From an optimization exercise on the open Yosys and OpenROAD flow, aimed at small area and a short achievable clock period; shortcuts taken in it are not production practice. Where RTL was checked, it was by simulation tests only, not by an equivalence proof against the original. No activity file was given, so power comes from the tool's default toggle rates.

==> job 3737: inputs <==
Design ex_top, start of the top module:
module ex_top (
    input  logic            clk,
    input  logic            rst_n,
    input  logic            in_valid,
    input  logic [31:0]     inst,
    input  logic [xlen-1:0] pc,
    input  logic [xlen-1:0] rs1_data,
    input  logic [xlen-1:0] rs2_data,
    output logic            out_valid,
    output logic            jump_branch,
    output logic [xlen-1:0] result,
    output logic [xlen-1:0] dnpc,
    output logic [xlen-1:0] mdata
);
clock: 13.0 ns
lec_check: 0
cap_margin: 20
core_margin: 2
core_utilization: 30
place_density: 0.5
slew_margin: 20
tns_end_percent: 10
standard.sh (not shown) runs the stock make flow with config.mk's settings and CLKGATE_MAP_FILE= SYNTH_SCRIPT=/design/flow/synth_recipe.tcl, a recipe that flattens the netlist after the stock synthesis.
==> flow/flow/run.sh <==
#!/bin/bash
set -euo pipefail
export BUFFER_PORTS_ARGS="-buffer_cell sky130_fd_sc_hd__buf_1"
if [[ -f flow/extra.env ]]; then
  set -a; source flow/extra.env; set +a
fi
bash standard.sh synth > synth.log 2>&1
bash standard.sh finish > layout.log 2>&1
==> flow/flow/extra.env <==
SETUP_SLACK_MARGIN=7.5
==> job 9644 (differences from job 3737) <==
--- a/flow/design.v
+++ b/flow/design.v
@@ -18,23 +18,17 @@
     input  logic [N-1:0] x,
     input  logic [N-1:0] y,
     input  logic         cin,
     output logic [N-1:0] s,
     output logic         cout,
     output logic [N-1:0] bp,
     output logic [N-1:0] bg
 );
-    function automatic int lg2(input int n);
-        int k;
-        k = 0;
-        while ((1 << k) < n) k++;
-        lg2 = k;
-    endfunction
-    localparam int L = lg2(N);
+    localparam int L = $clog2(N);
     assign bp = x ^ y;
     assign bg = x & y;
     logic [(L+1)*N-1:0] g;
     logic [(L+1)*N-1:0] p;
     logic [N-1:0]       hp;
     assign hp = x ^ y;
     assign g[N-1:0] = {x[N-1:1] & y[N-1:1], (x[0] & y[0]) | (hp[0] & cin)};
     assign p[N-1:0] = hp;
@@ -54,23 +48,17 @@
     assign cout = g[L*N+N-1];
 endmodule
 module pfx_and #(
     parameter int N = 32
 ) (
     input  logic [N-1:0] x,
     output logic [N-1:0] o
 );
-    function automatic int lg2(input int n);
-        int k;
-        k = 0;
-        while ((1 << k) < n) k++;
-        lg2 = k;
-    endfunction
-    localparam int L = lg2(N);
+    localparam int L = $clog2(N);
     logic [(L+1)*N-1:0] a;
     assign a[N-1:0] = x;
     for (genvar l = 0; l < L; l++) begin : lvl
         for (genvar i = 0; i < N; i++) begin : bit_
             if ((i >> l) & 1) begin : op
                 localparam int j = ((i >> l) << l) - 1;
                 assign a[(l+1)*N+i] = a[l*N+i] & a[l*N+j];
             end else begin : pass
@@ -100,57 +88,16 @@
         end
     end
     logic c;
     assign eq  = p[126];
     assign c   = g[126] | p[126];
     assign ltu = ~c;
     assign lt  = x[63] ^ ~y[63] ^ c;
 endmodule
-module bk_add #(
-    parameter int N = 32
-) (
-    input  logic [N-1:0] x,
-    input  logic [N-1:0] y,
-    input  logic         cin,
-    output logic [N-1:0] s,
-    output logic         cout
-);
-    function automatic int lg2(input int n);
-        int k;
-        k = 0;
-        while ((1 << k) < n) k++;
-        lg2 = k;
-    endfunction
-    localparam int L = lg2(N);
-    localparam int S = 2 * L - 1;
-    logic [(S+1)*N-1:0] g;
-    logic [(S+1)*N-1:0] p;
-    logic [N-1:0]       hp;
-    assign hp = x ^ y;
-    assign g[N-1:0] = {x[N-1:1] & y[N-1:1], (x[0] & y[0]) | (hp[0] & cin)};
-    assign p[N-1:0] = hp;
-    for (genvar k = 0; k < S; k++) begin : stp
-        localparam int D = (k < L) ? k : (2 * L - 2 - k);
-        for (genvar i = 0; i < N; i++) begin : bit_
-            localparam bit UP = (k < L) && (((i + 1) % (2 << D)) == 0);
-            localparam bit DN = (k >= L) && (i >= 3 * (1 << D) - 1) &&
-                                (((i + 1 - (1 << D)) % (2 << D)) == 0);
-            if (UP || DN) begin : op
-                assign g[(k+1)*N+i] = g[k*N+i] | (p[k*N+i] & g[k*N+i-(1 << D)]);
-                assign p[(k+1)*N+i] = p[k*N+i] & p[k*N+i-(1 << D)];
-            end else begin : pass
-                assign g[(k+1)*N+i] = g[k*N+i];
-                assign p[(k+1)*N+i] = p[k*N+i];
-            end
-        end
-    end
-    assign s    = hp ^ {g[S*N +: N-1], cin};
-    assign cout = g[S*N+N-1];
-endmodule
 module shr64 (
     input  logic [63:0] x,
     input  logic        fill,
     input  logic [5:0]  sh,
     output logic [63:0] r
 );
     logic [7*64-1:0] st;
     assign st[63:0] = x;
@@ -197,42 +144,40 @@
     assign is_op32  = (opc == op_reg32);
     assign is_alu   = is_opi | is_op;
     assign is_w     = (is_opi32 | is_op32) & (f3 == 3'b000);
     logic [63:0] a, b, p;
     assign a = rs1_data;
     assign b = rs2_data;
     assign p = pc;
     logic use_b, use_s, sub;
-    assign use_b = inst[5] & (inst[4] | (inst[6] & ~inst[2]));
+    assign use_b = inst[5] & inst[4];
     assign use_s = inst[5] & ~inst[6];
-    assign sub   = inst[6] | (~f3[2] & (f3[1] | f3[0] | f7b5));
+    assign sub   = use_b & f7b5 & (f3 == 3'b000);
     logic [63:0] imm_x, yx, s, bp, bg;
     assign imm_x = {{52{inst[31]}}, inst[31:25], use_s ? inst[11:7] : inst[24:20]};
     logic [63:0] ky;
     assign ky    = use_b ? {64{sub}} : imm_x;
     assign yx    = (b & {64{use_b}}) ^ ky;
-    logic c64;
-    pfx_add #(.N(64)) u_add (.x(a), .y(yx), .cin(use_b & sub), .s(s), .cout(c64), .bp(bp), .bg(bg));
+    logic c64_unused;
+    pfx_add #(.N(64)) u_add (.x(a), .y(yx), .cin(sub), .s(s), .cout(c64_unused), .bp(bp), .bg(bg));
     logic eq, ltu, lt;
-    assign eq  = &bp;
-    assign ltu = ~c64;
-    assign lt  = a[63] ^ yx[63] ^ c64;
+    cmp64 u_cmp (.x(a), .y(b), .eq(eq), .ltu(ltu), .lt(lt));
     logic hi_z, hi_o, ltu11, lti, ltui;
     assign hi_z  = ~|a[63:11];
     assign hi_o  = &a[63:11];
     assign ltu11 = a[10:0] < inst[30:20];
     assign lti   = (hi_z | hi_o) ? ((a[11] != inst[31]) ? a[11] : ltu11) : a[63];
     assign ltui  = inst[31] ? (~hi_o | ltu11) : (hi_z & ltu11);
     logic        shl, fill;
     logic [5:0]  sh;
     logic [63:0] shx, shr, a_rev, shr_rev;
-    assign shl  = ~f3[2];
+    assign shl  = is_alu & ~f3[2];
     assign fill = f3[2] & f7b5 & a[63];
-    assign sh   = inst[5] ? b[5:0] : inst[25:20];
+    assign sh   = {6{is_alu}} & (inst[5] ? b[5:0] : inst[25:20]);
     for (genvar i = 0; i < 64; i++) begin : rev_a
         assign a_rev[i] = a[63-i];
     end
     assign shx = shl ? a_rev : a;
     shr64 u_shr (.x(shx), .fill(fill), .sh(sh), .r(shr));
     for (genvar i = 0; i < 64; i++) begin : rev_r
         assign shr_rev[i] = shr[63-i];
     end
@@ -282,40 +227,38 @@
     logic        r_inc, r_dec;
     logic [63:0] res_pc;
     assign r_inc = is_auipc ? t_inc : k32;
     assign r_dec = is_auipc & t_dec;
     assign res_pc[31:0]  = is_auipc ? t_lo : p4_lo;
     assign res_pc[63:32] = p_hi ^ (({32{r_inc}} & m1) | ({32{r_dec}} & m0));
     logic is_other;
     assign is_other = ~(is_lui | is_auipc | is_jal | is_jalr | is_w | is_alu | is_load | is_store);
-    logic sel_s, sel_w, sel_sll, sel_sr, sel_p, sel_g, sel_lui, sel_pc, sel_a, slt_bit;
+    logic sel_s, sel_w, sel_sll, sel_sr, sel_p, sel_g, sel_lui, sel_pc, slt_bit;
     assign sel_lui = v & is_lui;
     assign sel_pc  = v & (is_auipc | is_jal | is_jalr);
     assign sel_w   = v & is_w;
     assign sel_s   = v & ((is_alu & (f3 == 3'b000)) | is_load | is_store);
     assign sel_sll = v & is_alu & (f3 == 3'b001);
-    assign sel_sr  = v & is_alu & (f3 == 3'b101);
-    assign sel_a   = v & is_other;
+    assign sel_sr  = v & ((is_alu & (f3 == 3'b101)) | is_other);
     assign sel_p   = v & is_alu & f3[2] & ~f3[0];
     assign sel_g   = v & is_alu & f3[2] & f3[1];
     assign slt_bit = v & is_alu & ~f3[2] & f3[1] &
                      (inst[5] ? (f3[0] ? ltu : lt) : (f3[0] ? ltui : lti));
     logic [63:0] res, luv;
     assign luv = {{32{inst[31]}}, imm_u};
     assign res = ({64{sel_s | sel_w}} & {s[63:32] & {32{sel_s}}, s[31:0]})
                | ({{32{sel_w & s[31]}}, 32'd0})
                | ({64{sel_sll}} & shr_rev)
                | ({64{sel_sr}}  & shr)
                | {63'd0, slt_bit}
                | ({64{sel_p}}   & bp)
                | ({64{sel_g}}   & bg)
                | ({64{sel_lui}} & luv)
                | ({64{sel_pc}}  & res_pc)
-               | ({64{sel_a}}   & a)
                | ({64{~v}}      & result);
     logic [63:0] md;
     assign md = v ? b : mdata;
     always_ff @(posedge clk or negedge rst_n) begin
         if (!rst_n) begin
             out_valid   <= 1'b0;
             jump_branch <= 1'b0;
             result      <= '0;
==> flow/run.sh (new file) <==
#!/bin/bash
# synth_recipe.tcl (not shown) runs the flow's synth.tcl, then flattens the netlist and writes it again
# the make line also repeats each setting of config.mk as NAME=value (left out here)
make -C /OpenROAD-flow-scripts/flow DESIGN_CONFIG=/design/flow/config.mk WORK_HOME=/design/flow/orfs CLKGATE_MAP_FILE= SYNTH_SCRIPT=/design/flow/synth_recipe.tcl finish
Settings changed: ABC_CLOCK_PERIOD_IN_PS set to 4000, CORE_UTILIZATION 30 to 45, PLACE_DENSITY 0.5 to 0.65, SETUP_SLACK_MARGIN set to 5, TNS_END_PERCENT 10 to 100.
removed: flow/flow/run.sh
removed: flow/flow/extra.env
removed: flow/standard.sh
==> job 6424 (differences from job 3737) <==
--- a/flow/design.v
+++ b/flow/design.v
@@ -199,17 +199,18 @@
     assign is_w     = (is_opi32 | is_op32) & (f3 == 3'b000);
     logic [63:0] a, b, p;
     assign a = rs1_data;
     assign b = rs2_data;
     assign p = pc;
     logic use_b, use_s, sub;
     assign use_b = inst[5] & (inst[4] | (inst[6] & ~inst[2]));
     assign use_s = inst[5] & ~inst[6];
-    assign sub   = inst[6] | (~f3[2] & (f3[1] | f3[0] | f7b5));
+    assign sub   = (inst[6] & ~inst[2])
+                 | (inst[4] & ~f3[2] & (f3[1] | (~f3[0] & f7b5)));
     logic [63:0] imm_x, yx, s, bp, bg;
     assign imm_x = {{52{inst[31]}}, inst[31:25], use_s ? inst[11:7] : inst[24:20]};
     logic [63:0] ky;
     assign ky    = use_b ? {64{sub}} : imm_x;
     assign yx    = (b & {64{use_b}}) ^ ky;
     logic c64;
     pfx_add #(.N(64)) u_add (.x(a), .y(yx), .cin(use_b & sub), .s(s), .cout(c64), .bp(bp), .bg(bg));
     logic eq, ltu, lt;
==> job 4107 (differences from job 3737) <==
--- a/flow/design.v
+++ b/flow/design.v
@@ -18,23 +18,17 @@
     input  logic [N-1:0] x,
     input  logic [N-1:0] y,
     input  logic         cin,
     output logic [N-1:0] s,
     output logic         cout,
     output logic [N-1:0] bp,
     output logic [N-1:0] bg
 );
-    function automatic int lg2(input int n);
-        int k;
-        k = 0;
-        while ((1 << k) < n) k++;
-        lg2 = k;
-    endfunction
-    localparam int L = lg2(N);
+    localparam int L = $clog2(N);
     assign bp = x ^ y;
     assign bg = x & y;
     logic [(L+1)*N-1:0] g;
     logic [(L+1)*N-1:0] p;
     logic [N-1:0]       hp;
     assign hp = x ^ y;
     assign g[N-1:0] = {x[N-1:1] & y[N-1:1], (x[0] & y[0]) | (hp[0] & cin)};
     assign p[N-1:0] = hp;
@@ -54,23 +48,17 @@
     assign cout = g[L*N+N-1];
 endmodule
 module pfx_and #(
     parameter int N = 32
 ) (
     input  logic [N-1:0] x,
     output logic [N-1:0] o
 );
-    function automatic int lg2(input int n);
-        int k;
-        k = 0;
-        while ((1 << k) < n) k++;
-        lg2 = k;
-    endfunction
-    localparam int L = lg2(N);
+    localparam int L = $clog2(N);
     logic [(L+1)*N-1:0] a;
     assign a[N-1:0] = x;
     for (genvar l = 0; l < L; l++) begin : lvl
         for (genvar i = 0; i < N; i++) begin : bit_
             if ((i >> l) & 1) begin : op
                 localparam int j = ((i >> l) << l) - 1;
                 assign a[(l+1)*N+i] = a[l*N+i] & a[l*N+j];
             end else begin : pass
@@ -100,57 +88,16 @@
         end
     end
     logic c;
     assign eq  = p[126];
     assign c   = g[126] | p[126];
     assign ltu = ~c;
     assign lt  = x[63] ^ ~y[63] ^ c;
 endmodule
-module bk_add #(
-    parameter int N = 32
-) (
-    input  logic [N-1:0] x,
-    input  logic [N-1:0] y,
-    input  logic         cin,
-    output logic [N-1:0] s,
-    output logic         cout
-);
-    function automatic int lg2(input int n);
-        int k;
-        k = 0;
-        while ((1 << k) < n) k++;
-        lg2 = k;
-    endfunction
-    localparam int L = lg2(N);
-    localparam int S = 2 * L - 1;
-    logic [(S+1)*N-1:0] g;
-    logic [(S+1)*N-1:0] p;
-    logic [N-1:0]       hp;
-    assign hp = x ^ y;
-    assign g[N-1:0] = {x[N-1:1] & y[N-1:1], (x[0] & y[0]) | (hp[0] & cin)};
-    assign p[N-1:0] = hp;
-    for (genvar k = 0; k < S; k++) begin : stp
-        localparam int D = (k < L) ? k : (2 * L - 2 - k);
-        for (genvar i = 0; i < N; i++) begin : bit_
-            localparam bit UP = (k < L) && (((i + 1) % (2 << D)) == 0);
-            localparam bit DN = (k >= L) && (i >= 3 * (1 << D) - 1) &&
-                                (((i + 1 - (1 << D)) % (2 << D)) == 0);
-            if (UP || DN) begin : op
-                assign g[(k+1)*N+i] = g[k*N+i] | (p[k*N+i] & g[k*N+i-(1 << D)]);
-                assign p[(k+1)*N+i] = p[k*N+i] & p[k*N+i-(1 << D)];
-            end else begin : pass
-                assign g[(k+1)*N+i] = g[k*N+i];
-                assign p[(k+1)*N+i] = p[k*N+i];
-            end
-        end
-    end
-    assign s    = hp ^ {g[S*N +: N-1], cin};
-    assign cout = g[S*N+N-1];
-endmodule
 module shr64 (
     input  logic [63:0] x,
     input  logic        fill,
     input  logic [5:0]  sh,
     output logic [63:0] r
 );
     logic [7*64-1:0] st;
     assign st[63:0] = x;
@@ -197,42 +144,40 @@
     assign is_op32  = (opc == op_reg32);
     assign is_alu   = is_opi | is_op;
     assign is_w     = (is_opi32 | is_op32) & (f3 == 3'b000);
     logic [63:0] a, b, p;
     assign a = rs1_data;
     assign b = rs2_data;
     assign p = pc;
     logic use_b, use_s, sub;
-    assign use_b = inst[5] & (inst[4] | (inst[6] & ~inst[2]));
+    assign use_b = inst[5] & inst[4];
     assign use_s = inst[5] & ~inst[6];
-    assign sub   = inst[6] | (~f3[2] & (f3[1] | f3[0] | f7b5));
+    assign sub   = use_b & f7b5 & (f3 == 3'b000);
     logic [63:0] imm_x, yx, s, bp, bg;
     assign imm_x = {{52{inst[31]}}, inst[31:25], use_s ? inst[11:7] : inst[24:20]};
     logic [63:0] ky;
     assign ky    = use_b ? {64{sub}} : imm_x;
     assign yx    = (b & {64{use_b}}) ^ ky;
-    logic c64;
-    pfx_add #(.N(64)) u_add (.x(a), .y(yx), .cin(use_b & sub), .s(s), .cout(c64), .bp(bp), .bg(bg));
+    logic c64_unused;
+    pfx_add #(.N(64)) u_add (.x(a), .y(yx), .cin(sub), .s(s), .cout(c64_unused), .bp(bp), .bg(bg));
     logic eq, ltu, lt;
-    assign eq  = &bp;
-    assign ltu = ~c64;
-    assign lt  = a[63] ^ yx[63] ^ c64;
+    cmp64 u_cmp (.x(a), .y(b), .eq(eq), .ltu(ltu), .lt(lt));
     logic hi_z, hi_o, ltu11, lti, ltui;
     assign hi_z  = ~|a[63:11];
     assign hi_o  = &a[63:11];
     assign ltu11 = a[10:0] < inst[30:20];
     assign lti   = (hi_z | hi_o) ? ((a[11] != inst[31]) ? a[11] : ltu11) : a[63];
     assign ltui  = inst[31] ? (~hi_o | ltu11) : (hi_z & ltu11);
     logic        shl, fill;
     logic [5:0]  sh;
     logic [63:0] shx, shr, a_rev, shr_rev;
-    assign shl  = ~f3[2];
+    assign shl  = is_alu & ~f3[2];
     assign fill = f3[2] & f7b5 & a[63];
-    assign sh   = inst[5] ? b[5:0] : inst[25:20];
+    assign sh   = {6{is_alu}} & (inst[5] ? b[5:0] : inst[25:20]);
     for (genvar i = 0; i < 64; i++) begin : rev_a
         assign a_rev[i] = a[63-i];
     end
     assign shx = shl ? a_rev : a;
     shr64 u_shr (.x(shx), .fill(fill), .sh(sh), .r(shr));
     for (genvar i = 0; i < 64; i++) begin : rev_r
         assign shr_rev[i] = shr[63-i];
     end
@@ -282,40 +227,38 @@
     logic        r_inc, r_dec;
     logic [63:0] res_pc;
     assign r_inc = is_auipc ? t_inc : k32;
     assign r_dec = is_auipc & t_dec;
     assign res_pc[31:0]  = is_auipc ? t_lo : p4_lo;
     assign res_pc[63:32] = p_hi ^ (({32{r_inc}} & m1) | ({32{r_dec}} & m0));
     logic is_other;
     assign is_other = ~(is_lui | is_auipc | is_jal | is_jalr | is_w | is_alu | is_load | is_store);
-    logic sel_s, sel_w, sel_sll, sel_sr, sel_p, sel_g, sel_lui, sel_pc, sel_a, slt_bit;
+    logic sel_s, sel_w, sel_sll, sel_sr, sel_p, sel_g, sel_lui, sel_pc, slt_bit;
     assign sel_lui = v & is_lui;
     assign sel_pc  = v & (is_auipc | is_jal | is_jalr);
     assign sel_w   = v & is_w;
     assign sel_s   = v & ((is_alu & (f3 == 3'b000)) | is_load | is_store);
     assign sel_sll = v & is_alu & (f3 == 3'b001);
-    assign sel_sr  = v & is_alu & (f3 == 3'b101);
-    assign sel_a   = v & is_other;
+    assign sel_sr  = v & ((is_alu & (f3 == 3'b101)) | is_other);
     assign sel_p   = v & is_alu & f3[2] & ~f3[0];
     assign sel_g   = v & is_alu & f3[2] & f3[1];
     assign slt_bit = v & is_alu & ~f3[2] & f3[1] &
                      (inst[5] ? (f3[0] ? ltu : lt) : (f3[0] ? ltui : lti));
     logic [63:0] res, luv;
     assign luv = {{32{inst[31]}}, imm_u};
     assign res = ({64{sel_s | sel_w}} & {s[63:32] & {32{sel_s}}, s[31:0]})
                | ({{32{sel_w & s[31]}}, 32'd0})
                | ({64{sel_sll}} & shr_rev)
                | ({64{sel_sr}}  & shr)
                | {63'd0, slt_bit}
                | ({64{sel_p}}   & bp)
                | ({64{sel_g}}   & bg)
                | ({64{sel_lui}} & luv)
                | ({64{sel_pc}}  & res_pc)
-               | ({64{sel_a}}   & a)
                | ({64{~v}}      & result);
     logic [63:0] md;
     assign md = v ? b : mdata;
     always_ff @(posedge clk or negedge rst_n) begin
         if (!rst_n) begin
             out_valid   <= 1'b0;
             jump_branch <= 1'b0;
             result      <= '0;
Settings changed: ABC_CLOCK_PERIOD_IN_PS set to 3000, CORE_UTILIZATION 30 to 35, PLACE_DENSITY 0.5 to 0.55.
==> summary.txt <==
| quantity | job 6424 | job 9644 | job 4107 | job 3737 |
|---|---|---|---|---|
| Worst-case vdd ir drop | 0.1166 mV | 0.1164 mV | 0.06179 mV | 0.1214 mV |
| Non-clock buffer count | 625 | 494 | 603 | 651 |
| Die footprint | 81720 sq um | 60680 sq um | 77720 sq um | 83870 sq um |
| Placed cells | 4325 | 4360 | 4588 | 4460 |
| CP arrival | 7040 ps | 8270 ps | 6880 ps | 7110 ps |
| Total nets after synthesis | 3344 | 3770 | 3770 | 3472 |
| Die Width | 285.9 um | 246.3 um | 278.8 um | 289.6 um |
| FF-to-FF Start | result[22] | result[19] | result[19] | result[47] |
| Fraction of power consumed by sequential logic | 0.265 | 0.285 | 0.283 | 0.255 |
| Worst stage delay on the critical path | 610 ps | 680 ps | 710 ps | 370 ps |
| Hold worst-path end | dnpc[10] | dnpc[8] | dnpc[18] | dnpc[18] |
| Overall global routing resource usage | 0.3243 | 0.4776 | 0.3824 | 0.3386 |
| Slew of the pin with the lowest slew margin | 1334 ps | 1318 ps | 1110 ps | 1210 ps |
| Clock buffer and inverter area fraction after layout | 0.02039 | 0.01858 | 0.02060 | 0.02184 |
| Combinational Power Share | 0.517 | 0.479 | 0.467 | 0.521 |
| Pin count of the biggest net entering global routing | 74 | 89 | 66 | 152 |
| Status | complete, no violations | complete, no violations | complete, no violations | complete, no violations |
| Global-route wire length before repair | 192.1 mm | 209.7 mm | 214.7 mm | 203.0 mm |
| Sum of internal, switching and leakage power | 2734 uW | 2575 uW | 2601 uW | 2833 uW |
For job 3737, job 9644 and job 4107, only the layout was checked, not whether the RTL still works.

separate check: timing with driven ports:
How much do the figures lean on ideal ports? The routed layouts below were timed once more, with nothing changed but the port constraints.
Step 1: set_driving_cell puts a clkbuf_16 on clk and a buf_2 on each other input, an assumption about the parent block.
Step 2 times the ports against the registers' clock, not the clock port: input delays grow and output delays shrink by t, the midpoint of the rising clock arrivals with the driver on.
a / b / c = ideal / step 1 / step 2; a / b = the first two.
| run | t, ns | setup slack, ns | hold slack, ns | worst setup path at the end | latest minus earliest clock arrival (ns) |
|---|---|---|---|---|---|
| job 3737 | 0.600 | 6.307 / 6.335 / 5.735 | 0.495 / 0.495 / 0.495 | input to register | 0.016 / 0.016 |
| job 9644 | 0.589 | 5.085 / 5.106 / 4.517 | 0.493 / 0.493 / 0.493 | input to register | 0.029 / 0.029 |
| job 6424 | 0.597 | 6.385 / 6.324 / 5.727 | 0.484 / 0.484 / 0.484 | input to register | 0.022 / 0.022 |
| job 4107 | 0.609 | 6.559 / 6.606 / 5.997 | 0.490 / 0.490 / 0.490 | input to register | 0.025 / 0.026 |
After both steps setup and hold are still met in every run listed. The setup slack of job 6424, which loses most, moves by -0.061 ns with the drivers and by -0.658 ns with both steps.
